Background: an optimization exercise with open tools, aiming at small area and a short achievable clock period. Do not read the settings as production practice. Where RTL was checked, it was by simulation tests only, not by an equivalence proof against the original. No activity file was given, so power comes from the tool's default toggle rates.

==> flow/design.v (excerpt) <==
module sync_event_ctrl (
	input  logic                                  clk,
	input  logic                                  rst,
	input  logic                                  master_mode,
	input  logic                                  slave_mode,
	input  logic [4-1:0]               sync_rx_valid,
	input  logic [16-1:0]       sync_interval,
	input  logic [16-1:0]        sync_timeout,
	input  logic [32-1:0]          link_delay,
	input  logic [64-1:0]                sync_data,
	input  logic [8-1:0]                sync_ctrl,
	input  logic [4-1:0]               sync_wr,
	input  logic [4-1:0]               udp_rdy,
	output wire  [4*64-1:0]   udp_data,
	output wire  [4*8-1:0]   udp_ctrl,
	output wire  [4-1:0]               udp_wr,
	output logic [4-1:0]               sync_rdy,
	output logic [64-1:0]                local_clk_counter,
	output logic [64-1:0]                global_time,
	output logic                                  sync_state
);
For scale: roughly 3300 cells after synthesis, ~670 flip-flops, roughly 580 I/O pins, about 36000 sq um of cells after synthesis.
clock: 5.5 ns
lec_check: 0
cap_margin: 20
core_margin: 2
core_utilization: 50
cts_cluster_diameter: 80
cts_cluster_size: 20
place_density: 0.7
setup_slack_margin: 2.5
slew_margin: 20
tns_end_percent: 30
standard.sh (not shown) runs the stock make flow with config.mk's settings and CLKGATE_MAP_FILE= SYNTH_SCRIPT=/design/flow/synth_recipe.tcl, a recipe that flattens the netlist after the stock synthesis.
==> flow/flow/run.sh <==
#!/bin/bash
# Standard ORFS layout, with the smallest buffer on every port instead of
# the one buffer_ports picks by itself.
set -euo pipefail
export BUFFER_PORTS_ARGS="-buffer_cell sky130_fd_sc_hd__buf_1"
bash standard.sh > standard.log 2>&1
Next try:
--- a/flow/design.v
+++ b/flow/design.v
@@ -96,30 +96,34 @@
 	end
 	logic [4-1:0] ingress_port;
 	logic [4-1:0] lowest_valid;
 	logic                    grant_ok;
 	logic                    rs_wait;    
 	logic [8:1]              rs_body;    
 	logic                    rs_done;
 	logic                    rs_idle;
 	logic                    rx_busy;
 	logic                    word_valid;
+	logic                    word_in;    
+	logic                    sof_in;
 	logic                    sof_hit;
 	logic                    last_word;
 	logic [2:1]              fwd;        
 	logic [8:0]              tx_pos;     
 	logic                    tx_busy;
 	assign word_valid = |sync_wr;
+	assign word_in    = |(sync_wr & sync_rdy);
+	assign sof_in     = rs_wait && word_in && (sync_ctrl == 8'hFF);
 	assign rx_busy    = (|rs_body) || rs_done;
 	assign rs_idle    = !rs_wait && !rx_busy;
 	assign sof_hit    = rs_wait && word_valid && (sync_ctrl == 8'hFF);
-	assign last_word  = rs_body[8] && word_valid;
+	assign last_word  = rs_body[8] && word_in;
 	assign rx_done    = rs_done;
 	assign lowest_valid = sync_rx_valid & (~sync_rx_valid + 1'b1);
 	assign grant_ok = slave_mode && !m && !rx_busy && !tx_busy &&
 		(sync_rdy == '0) && (sync_rx_valid != '0);
 	always_ff @(posedge clk or posedge rst) begin
 		if (rst) begin
 			sync_rdy     <= '0;
 			ingress_port <= '0;
 		end else if (grant_ok) begin
 			sync_rdy     <= lowest_valid;
@@ -128,26 +132,26 @@
 			sync_rdy <= '0;
 		end
 	end
 	always_ff @(posedge clk or posedge rst) begin
 		if (rst) begin
 			rs_wait <= 1'b0;
 			rs_body <= '0;
 			rs_done <= 1'b0;
 			fwd     <= '0;
 		end else begin
-			rs_wait    <= !m && (rs_idle || (rs_wait && !sof_hit));
-			rs_body[1] <= !m && (sof_hit || (rs_body[1] && !word_valid));
+			rs_wait    <= !m && (rs_idle || (rs_wait && !sof_in));
+			rs_body[1] <= !m && (sof_in || (rs_body[1] && !word_in));
 			for (int k = 2; k <= 8; k++)
-				rs_body[k] <= !m && (word_valid ? rs_body[k-1] : rs_body[k]);
+				rs_body[k] <= !m && (word_in ? rs_body[k-1] : rs_body[k]);
 			rs_done    <= !m && last_word;
-			fwd        <= {fwd[1], rs_body[4] && word_valid};
+			fwd        <= {fwd[1], rs_body[4] && word_in};
 		end
 	end
 	logic [63:0] corr;
 	logic [3:1]  rev;        
 	logic [16:0] sum1;       
 	logic [17:0] sum2;       
 	logic [30:0] sum3;       
 	logic        ones47;     
 	logic        zero47;     
 	logic        cy16;
@@ -230,21 +234,21 @@
 	logic [27:0] ts2c;
 	logic [47:0] ts_hi;
 	logic        c16_q;
 	logic        c38_q;
 	assign ts0  = 17'(corr[15:0]) + 17'(sync_data[63:48]);
 	assign ts1  = 23'(corr[37:16]) + 23'(origin[37:16]);
 	assign ts1d = 23'(corr[37:16]) + 23'(sync_data[21:0]);
 	assign ts2c = {1'b0, corr[63:38], c38_q} + {1'b0, origin[63:38], c38_q};
 	always_ff @(posedge clk) begin
 		c16_q <= ts0[16];
-		c38_q <= (rs_body[7] && word_valid) ? ts1d[22] : ts1[22];
+		c38_q <= (rs_body[7] && word_in) ? ts1d[22] : ts1[22];
 	end
 	always_comb begin
 		logic [5:0] grp;
 		logic [5:0] up;
 		logic [47:0] t;
 		t = od[63:16];
 		for (int k = 0; k < 6; k++)
 			grp[k] = &t[8*k +: 8];
 		for (int k = 0; k < 6; k++)
 			up[k] = c16_q && &(grp | ~((6'd1 << k) - 6'd1));
Area after synthesis hardly moves.
Total power is higher by about 3.4%.
Die area is about the same.
Cell count rises by about 0.34%.
Synthesized cell count barely changes.
Wire length goes up by about 2.6%.
Critical path depth came out higher by 7.
Non-clock buffer count rose by 7.
First-iteration DRC count goes up by about 3%.
Clock-buffer cell count goes up by 2.
Flip-flop and latch count stays the same.
Setup slack got worse by 53 ps.
Only the layout flow was run in the second run of this note; the RTL was not checked for function there.

---

## the baseline
The RTL this note starts from:
==> flow/design.v <==
`timescale 1ns/1ps
package sync_pkg;
	typedef logic [64-1:0]  data_word_t;
	typedef logic [8-1:0]  ctrl_byte_t;
	typedef logic [64-1:0]  time_t;
	typedef logic [4-1:0] port_mask_t;  
	typedef enum logic [8-1:0] {
		CTRL_SOF  = 8'hFF,
		CTRL_BODY = 8'h00,
		CTRL_EOF  = 8'h01
	} ctrl_code_t;
	typedef enum logic [1:0] {
		RX_IDLE,
		RX_WAIT_SOF,
		RX_BODY,
		RX_DONE
	} rx_state_t;
	typedef enum logic {
		TX_IDLE,
		TX_SEND
	} tx_state_t;
endpackage
`timescale 1ns/1ps
module sync_event_ctrl (
	input  logic                                  clk,
	input  logic                                  rst,
	input  logic                                  master_mode,
	input  logic                                  slave_mode,
	input  logic [4-1:0]               sync_rx_valid,
	input  logic [16-1:0]       sync_interval,
	input  logic [16-1:0]        sync_timeout,
	input  logic [32-1:0]          link_delay,
	input  logic [64-1:0]                sync_data,
	input  logic [8-1:0]                sync_ctrl,
	input  logic [4-1:0]               sync_wr,
	input  logic [4-1:0]               udp_rdy,
	output wire  [4*64-1:0]   udp_data,
	output wire  [4*8-1:0]   udp_ctrl,
	output wire  [4-1:0]               udp_wr,
	output logic [4-1:0]               sync_rdy,
	output logic [64-1:0]                local_clk_counter,
	output logic [64-1:0]                global_time,
	output logic                                  sync_state
);
	localparam logic [79:0] PORT_ID = 80'h0000_FF05_2345_6789_ABCD;
	localparam logic [47:0] MAC_DST = 48'h011B_1900_0000;
	localparam logic [47:0] MAC_SRC = 48'h3C97_0E0F_6857;
	localparam logic [63:0] NEG_K   = 64'd0 - 64'd5536;
	logic        m;
	assign m = master_mode;
	logic        m_q;
	logic        s_q;
	logic [32:0] ld_k;   
	always_ff @(posedge clk) begin
		m_q  <= master_mode;
		s_q  <= slave_mode;
		ld_k <= 33'(link_delay) + 33'(64'd5536);
	end
	logic [6:0]                      us_cnt;
	logic                            us_wrap;
	logic [16-1:0] interval_cnt;
	logic [16-1:0]  timeout_cnt;
	logic                            sync_tick;
	logic                            rx_done;
	assign us_wrap = (us_cnt == 7'(125 - 1));
	always_ff @(posedge clk or posedge rst) begin
		if (rst) begin
			us_cnt       <= '0;
			interval_cnt <= '0;
			sync_tick    <= 1'b0;
		end else begin
			us_cnt <= us_wrap ? '0 : us_cnt + 1'b1;
			if (interval_cnt == sync_interval) begin
				interval_cnt <= '0;
				sync_tick    <= 1'b1;
			end else begin
				sync_tick <= 1'b0;
				if (us_wrap)
					interval_cnt <= interval_cnt + 1'b1;
			end
		end
	end
	always_ff @(posedge clk or posedge rst) begin
		if (rst)
			timeout_cnt <= '0;
		else if (rx_done || m)
			timeout_cnt <= '0;
		else if (slave_mode && sync_tick && timeout_cnt != sync_timeout)
			timeout_cnt <= timeout_cnt + 1'b1;
	end
	always_ff @(posedge clk or posedge rst) begin
		if (rst)
			sync_state <= 1'b0;
		else
			sync_state <= m || (slave_mode && (timeout_cnt < sync_timeout));
	end
	logic [4-1:0] ingress_port;
	logic [4-1:0] lowest_valid;
	logic                    grant_ok;
	logic                    rs_wait;    
	logic [8:1]              rs_body;    
	logic                    rs_done;
	logic                    rs_idle;
	logic                    rx_busy;
	logic                    word_valid;
	logic                    sof_hit;
	logic                    last_word;
	logic [3:1]              fwd;        
	logic [8:0]              tx_pos;     
	logic                    tx_busy;
	assign word_valid = |sync_wr;
	assign rx_busy    = (|rs_body) || rs_done;
	assign rs_idle    = !rs_wait && !rx_busy;
	assign sof_hit    = rs_wait && word_valid && (sync_ctrl == 8'hFF);
	assign last_word  = rs_body[8] && word_valid;
	assign rx_done    = rs_done;
	assign lowest_valid = sync_rx_valid & (~sync_rx_valid + 1'b1);
	assign grant_ok = slave_mode && !m && !rx_busy && !tx_busy &&
		(sync_rdy == '0) && (sync_rx_valid != '0);
	always_ff @(posedge clk or posedge rst) begin
		if (rst) begin
			sync_rdy     <= '0;
			ingress_port <= '0;
		end else if (grant_ok) begin
			sync_rdy     <= lowest_valid;
			ingress_port <= lowest_valid;
		end else if (last_word) begin
			sync_rdy <= '0;
		end
	end
	always_ff @(posedge clk or posedge rst) begin
		if (rst) begin
			rs_wait <= 1'b0;
			rs_body <= '0;
			rs_done <= 1'b0;
			fwd     <= '0;
		end else begin
			rs_wait    <= !m && (rs_idle || (rs_wait && !sof_hit));
			rs_body[1] <= !m && (sof_hit || (rs_body[1] && !word_valid));
			for (int k = 2; k <= 8; k++)
				rs_body[k] <= !m && (word_valid ? rs_body[k-1] : rs_body[k]);
			rs_done    <= !m && last_word;
			fwd        <= {fwd[2:1], rs_body[4] && word_valid};
		end
	end
	logic [63:0] corr;
	logic [3:1]  rev;        
	logic [16:0] sum1;       
	logic [17:0] sum2;       
	logic [30:0] sum3;       
	logic        cy16;
	logic        cy33;
	assign rev  = tx_pos[2:0];
	assign sum1 = 17'(corr[15:0]) + 17'(rev[1] ? NEG_K[15:0] : ld_k[15:0]);
	assign sum2 = 18'(corr[32:16]) + 18'(rev[2] ? NEG_K[32:16] : ld_k[32:16]) + 18'(cy16);
	always_comb begin
		logic        inc, dec;
		logic [31:0] x;
		logic [3:0]  g1, g0, u1, u0;
		logic        t1, t0;
		inc = !rev[3] && cy33;
		dec = rev[3] && !cy33;
		x = {1'b0, corr[63:33]};
		for (int k = 0; k < 4; k++) begin
			g1[k] = &x[8*k +: 8];
			g0[k] = ~|x[8*k +: 8];
		end
		for (int k = 0; k < 4; k++) begin
			u1[k] = inc && &(g1 | ~((4'd1 << k) - 4'd1));
			u0[k] = dec && &(g0 | ~((4'd1 << k) - 4'd1));
		end
		for (int k = 0; k < 4; k++)
			for (int i = 0; i < 8; i++)
				if (8*k+i < 31) begin
					t1 = u1[k] && (i == 0 || &(x[8*k +: 8] | ~(8'hFF >> (8-i))));
					t0 = u0[k] && (i == 0 || ~|(x[8*k +: 8] & (8'hFF >> (8-i))));
					sum3[8*k+i] = x[8*k+i] ^ (t1 || t0);
				end
	end
	always_ff @(posedge clk) begin
		cy16 <= sum1[16];
		cy33 <= sum2[17];
	end
	logic [63:0] hdr;
	logic [47:0] mac_dst;
	logic [47:0] mac_src;
	logic [79:0] origin;
	logic [47:0] trailer;
	logic        m_start;
	assign m_start = sync_tick && m && !tx_busy;
	always_ff @(posedge clk) begin
		if (m_q ? m_start : sof_hit)
			hdr <= m_q ? local_clk_counter : sync_data;
		if (rs_body[1] && word_valid) begin
			mac_dst         <= sync_data[63:16];
			mac_src[47:32]  <= sync_data[15:0];
		end
		if (rs_body[2] && word_valid)
			mac_src[31:0] <= sync_data[63:32];
		if (rs_body[3] && word_valid)
			corr[63:48] <= sync_data[15:0];
		if (rs_body[4] && word_valid)
			corr[47:0] <= sync_data[63:16];
		if (fwd[1] || rev[1])
			corr[15:0] <= sum1[15:0];
		if (fwd[2] || rev[2])
			corr[32:16] <= sum2[16:0];
		if (fwd[3] || rev[3])
			corr[63:33] <= sum3;
		if (rs_body[7] && word_valid)
			origin[79:16] <= sync_data;
		if (rs_body[8] && word_valid) begin
			origin[15:0] <= sync_data[63:48];
			trailer      <= sync_data[47:0];
		end
	end
	logic [63:0] rx_time;
	logic [63:0] cnt_inc;
	logic [60:0] gt_inc;
	logic [7:1]  cnt_ones;   
	logic [7:0]  cnt_up;     
	assign rx_time = origin[63:0] + corr;
	assign cnt_up = {cnt_ones, 1'b1};
	always_comb begin
		for (int k = 0; k < 8; k++)
			for (int i = 0; i < 8; i++)
				cnt_inc[8*k+i] = local_clk_counter[8*k+i] ^
					(cnt_up[k] && (i == 0 || &(local_clk_counter[8*k +: 8] | ~(8'hFF >> (8-i)))));
	end
	always_ff @(posedge clk or posedge rst) begin
		if (rst) begin
			local_clk_counter <= '0;
			cnt_ones          <= '0;
		end else begin
			local_clk_counter <= cnt_inc;
			for (int k = 1; k < 8; k++)
				cnt_ones[k] <= &((local_clk_counter ^ 64'd1) | ~((64'd1 << (8*k)) - 64'd1));
		end
	end
	always_comb begin
		logic [7:0] grp;
		logic [7:0] up;
		logic [63:0] t;
		t = {3'b000, global_time[63:3]};
		for (int k = 0; k < 8; k++)
			grp[k] = &t[8*k +: 8];
		for (int k = 0; k < 8; k++)
			up[k] = &(grp | ~((8'd1 << k) - 8'd1));
		for (int k = 0; k < 8; k++)
			for (int i = 0; i < 8; i++)
				if (8*k+i < 61)
					gt_inc[8*k+i] = t[8*k+i] ^
						(up[k] && (i == 0 || &(t[8*k +: 8] | ~(8'hFF >> (8-i)))));
	end
	always_ff @(posedge clk or posedge rst) begin
		if (rst)
			global_time <= '0;
		else if (rx_done)
			global_time <= rx_time;
		else
			global_time[63:3] <= gt_inc;
	end
	logic        start;
	logic [63:0] w [0:8];
	logic [63:0] tx_data;
	logic [63:0] od;
	logic [4-1:0] oc_sof;
	logic [4-1:0] oc_end;
	logic [4-1:0] ow;
	assign start   = rx_done || m_start;
	assign tx_busy = |tx_pos;
	always_ff @(posedge clk or posedge rst) begin
		if (rst)
			tx_pos <= '0;
		else
			tx_pos <= {tx_pos[7:0], start};
	end
	assign w[0] = hdr;
	assign w[1] = m_q ? {MAC_DST, MAC_SRC[47:32]} : {mac_dst, mac_src[47:32]};
	assign w[2] = {m_q ? MAC_SRC[31:0] : mac_src[31:0], 16'h88F7, 12'h000, 4'h2};
	assign w[3] = {16'h002C, 8'h00, 8'h00, 16'h0000, m_q ? 16'h0 : corr[63:48]};
	assign w[4] = {m_q ? 48'h0 : corr[47:0], 16'h0000};
	assign w[5] = {16'h0000, PORT_ID[79:32]};
	assign w[6] = {PORT_ID[31:0], 16'h0000, 8'h00, 8'h7F};
	assign w[7] = m_q ? {16'h0, hdr[60:13]} : origin[79:16];
	assign w[8] = m_q ? {hdr[12:0], 3'b000, 48'h0} : {origin[15:0], trailer};
	always_comb begin
		tx_data = '0;
		for (int k = 0; k <= 8; k++)
			tx_data = tx_data | ({64{tx_pos[k]}} & w[k]);
	end
	always_ff @(posedge clk) begin
		od     <= tx_data;
		oc_sof <= {4{tx_pos[0]}} & udp_rdy;
		oc_end <= {4{tx_pos[0] || tx_pos[8]}} & udp_rdy;
	end
	always_ff @(posedge clk or posedge rst) begin
		if (rst)
			ow <= '0;
		else
			for (int p = 0; p < 4; p++)
				ow[p] <= tx_busy && udp_rdy[p] && (m_q || (s_q && !ingress_port[p]));
	end
	for (genvar p = 0; p < 4; p++) begin : g_port
		assign udp_data[p*64 +: 64] = od;
		assign udp_ctrl[p*8 +: 8] = {{7{oc_sof[p]}}, oc_end[p]};
		assign udp_wr[p] = ow[p];
	end
endmodule
export LEC_CHECK = 0
export CAP_MARGIN = 20
export CORE_MARGIN = 2
export CORE_UTILIZATION = 40
export SETUP_SLACK_MARGIN = 2.5
export SLEW_MARGIN = 20
create_clock -name core_clock -period 5.5 [get_ports {clk}]
Scripts as last shown in full above: flow/flow/run.sh
Input changes introduced in the candidate (baseline for comparison: the baseline):
-- flow/design.v --
<<< the baseline, line 51
	logic        m_q;
	logic        s_q;
	logic [32:0] ld_k;   
	always_ff @(posedge clk) begin
		m_q  <= master_mode;
		s_q  <= slave_mode;
		ld_k <= 33'(link_delay) + 33'(64'd5536);
	end
	logic [6:0]                      us_cnt;
>>> the candidate, line 51
	logic        m_q;
	logic        s_q;
	always_ff @(posedge clk) begin
		m_q <= master_mode;
		s_q <= slave_mode;
	end
	logic [6:0]                      us_cnt;
<<< the baseline, line 146
	logic [63:0] corr;
	logic [3:1]  rev;        
	logic [16:0] sum1;       
	logic [17:0] sum2;       
	logic [30:0] sum3;       
	logic        cy16;
	logic        cy33;
	assign rev  = tx_pos[2:0];
	assign sum1 = 17'(corr[15:0]) + 17'(rev[1] ? NEG_K[15:0] : ld_k[15:0]);
	assign sum2 = 18'(corr[32:16]) + 18'(rev[2] ? NEG_K[32:16] : ld_k[32:16]) + 18'(cy16);
	always_comb begin
		logic        inc, dec;
		logic [31:0] x;
		logic [3:0]  g1, g0, u1, u0;
		logic        t1, t0;
		inc = !rev[3] && cy33;
		dec = rev[3] && !cy33;
		x = {1'b0, corr[63:33]};
		for (int k = 0; k < 4; k++) begin
			g1[k] = &x[8*k +: 8];
			g0[k] = ~|x[8*k +: 8];
		end
		for (int k = 0; k < 4; k++) begin
			u1[k] = inc && &(g1 | ~((4'd1 << k) - 4'd1));
			u0[k] = dec && &(g0 | ~((4'd1 << k) - 4'd1));
		end
		for (int k = 0; k < 4; k++)
			for (int i = 0; i < 8; i++)
				if (8*k+i < 31) begin
					t1 = u1[k] && (i == 0 || &(x[8*k +: 8] | ~(8'hFF >> (8-i))));
					t0 = u0[k] && (i == 0 || ~|(x[8*k +: 8] & (8'hFF >> (8-i))));
					sum3[8*k+i] = x[8*k+i] ^ (t1 || t0);
				end
	end
	always_ff @(posedge clk) begin
		cy16 <= sum1[16];
		cy33 <= sum2[17];
	end
>>> the candidate, line 144
	logic [63:0] corr;
	logic [3:1]  rev;        
	logic [17:0] sum1;       
	logic [17:0] sum2;       
	logic [30:0] sum3;       
	logic [1:0]  cy16;
	logic        cy33;
	assign rev  = tx_pos[2:0];
	assign sum1 = 18'(corr[15:0]) + 18'(rev[1] ? NEG_K[15:0] : link_delay[15:0]) +
		18'(rev[1] ? 16'd0 : 16'(64'd5536));
	assign sum2 = 18'(corr[32:16]) + 18'(rev[2] ? NEG_K[32:16] : 17'(link_delay[31:16])) + 18'(cy16);
	assign sum3 = corr[63:33] + (rev[3] ? NEG_K[63:33] : 31'd0) + 31'(cy33);
	always_ff @(posedge clk) begin
		cy16 <= sum1[17:16];
		cy33 <= sum2[17];
	end
Notes after the runs:
- Compared with the baseline, in the candidate part of the total power dissipated in sequential elements held, synthesized cell count went up about 1.1%, global-route usage went down 1.2 points, final worst-path setup slack went down 0.086 ns.
- Compared to the baseline, the number of flip-flops in the candidate is lower.
- Going from the baseline to the candidate, vias after detailed routing has remained practically unchanged, die area has decreased, critical path depth has increased.
Function was not checked in any run of this note: the RTL went through the layout flow alone.

[afterwards: timing with drivers on the ports]
In the flow no input, the clock included, has a driving cell. The finished layouts below were timed again as built, in two steps.
Step 1, drivers: a clkbuf_16 drives clk and a buf_2 each remaining input, both assumed.
Step 2 moves the port delays by t, midway between the first and last clock arrival at a register: inputs arrive t later, outputs are due t later. That takes back most of the time a late clock gives input paths.
Three values: no drivers, after step 1, after step 2; two values: the first two.
run	shift t [ns]	setup slack, ns	hold slack, ns	worst setup path at the end	latest minus earliest clock arrival (ns)
the first run of note 1	0.673	2.472 / 2.511 / 1.839	0.421 / 0.421 / 0.421	input to register	0.025 / 0.025
the second run of note 1	0.669	2.419 / 2.419 / 1.820	0.484 / 0.484 / 0.484	input to register	0.035 / 0.035
the baseline	0.711	2.046 / 2.046 / 2.046	0.404 / 0.404 / 0.404	register to register	0.038 / 0.038
the candidate	0.704	1.960 / 2.007 / 1.303	0.479 / 0.479 / 0.479	input to register	0.030 / 0.030
After both steps every run listed still meets setup and hold. The setup slack of the candidate, which loses most, moves by +0.047 ns with the drivers and by -0.657 ns with both steps.
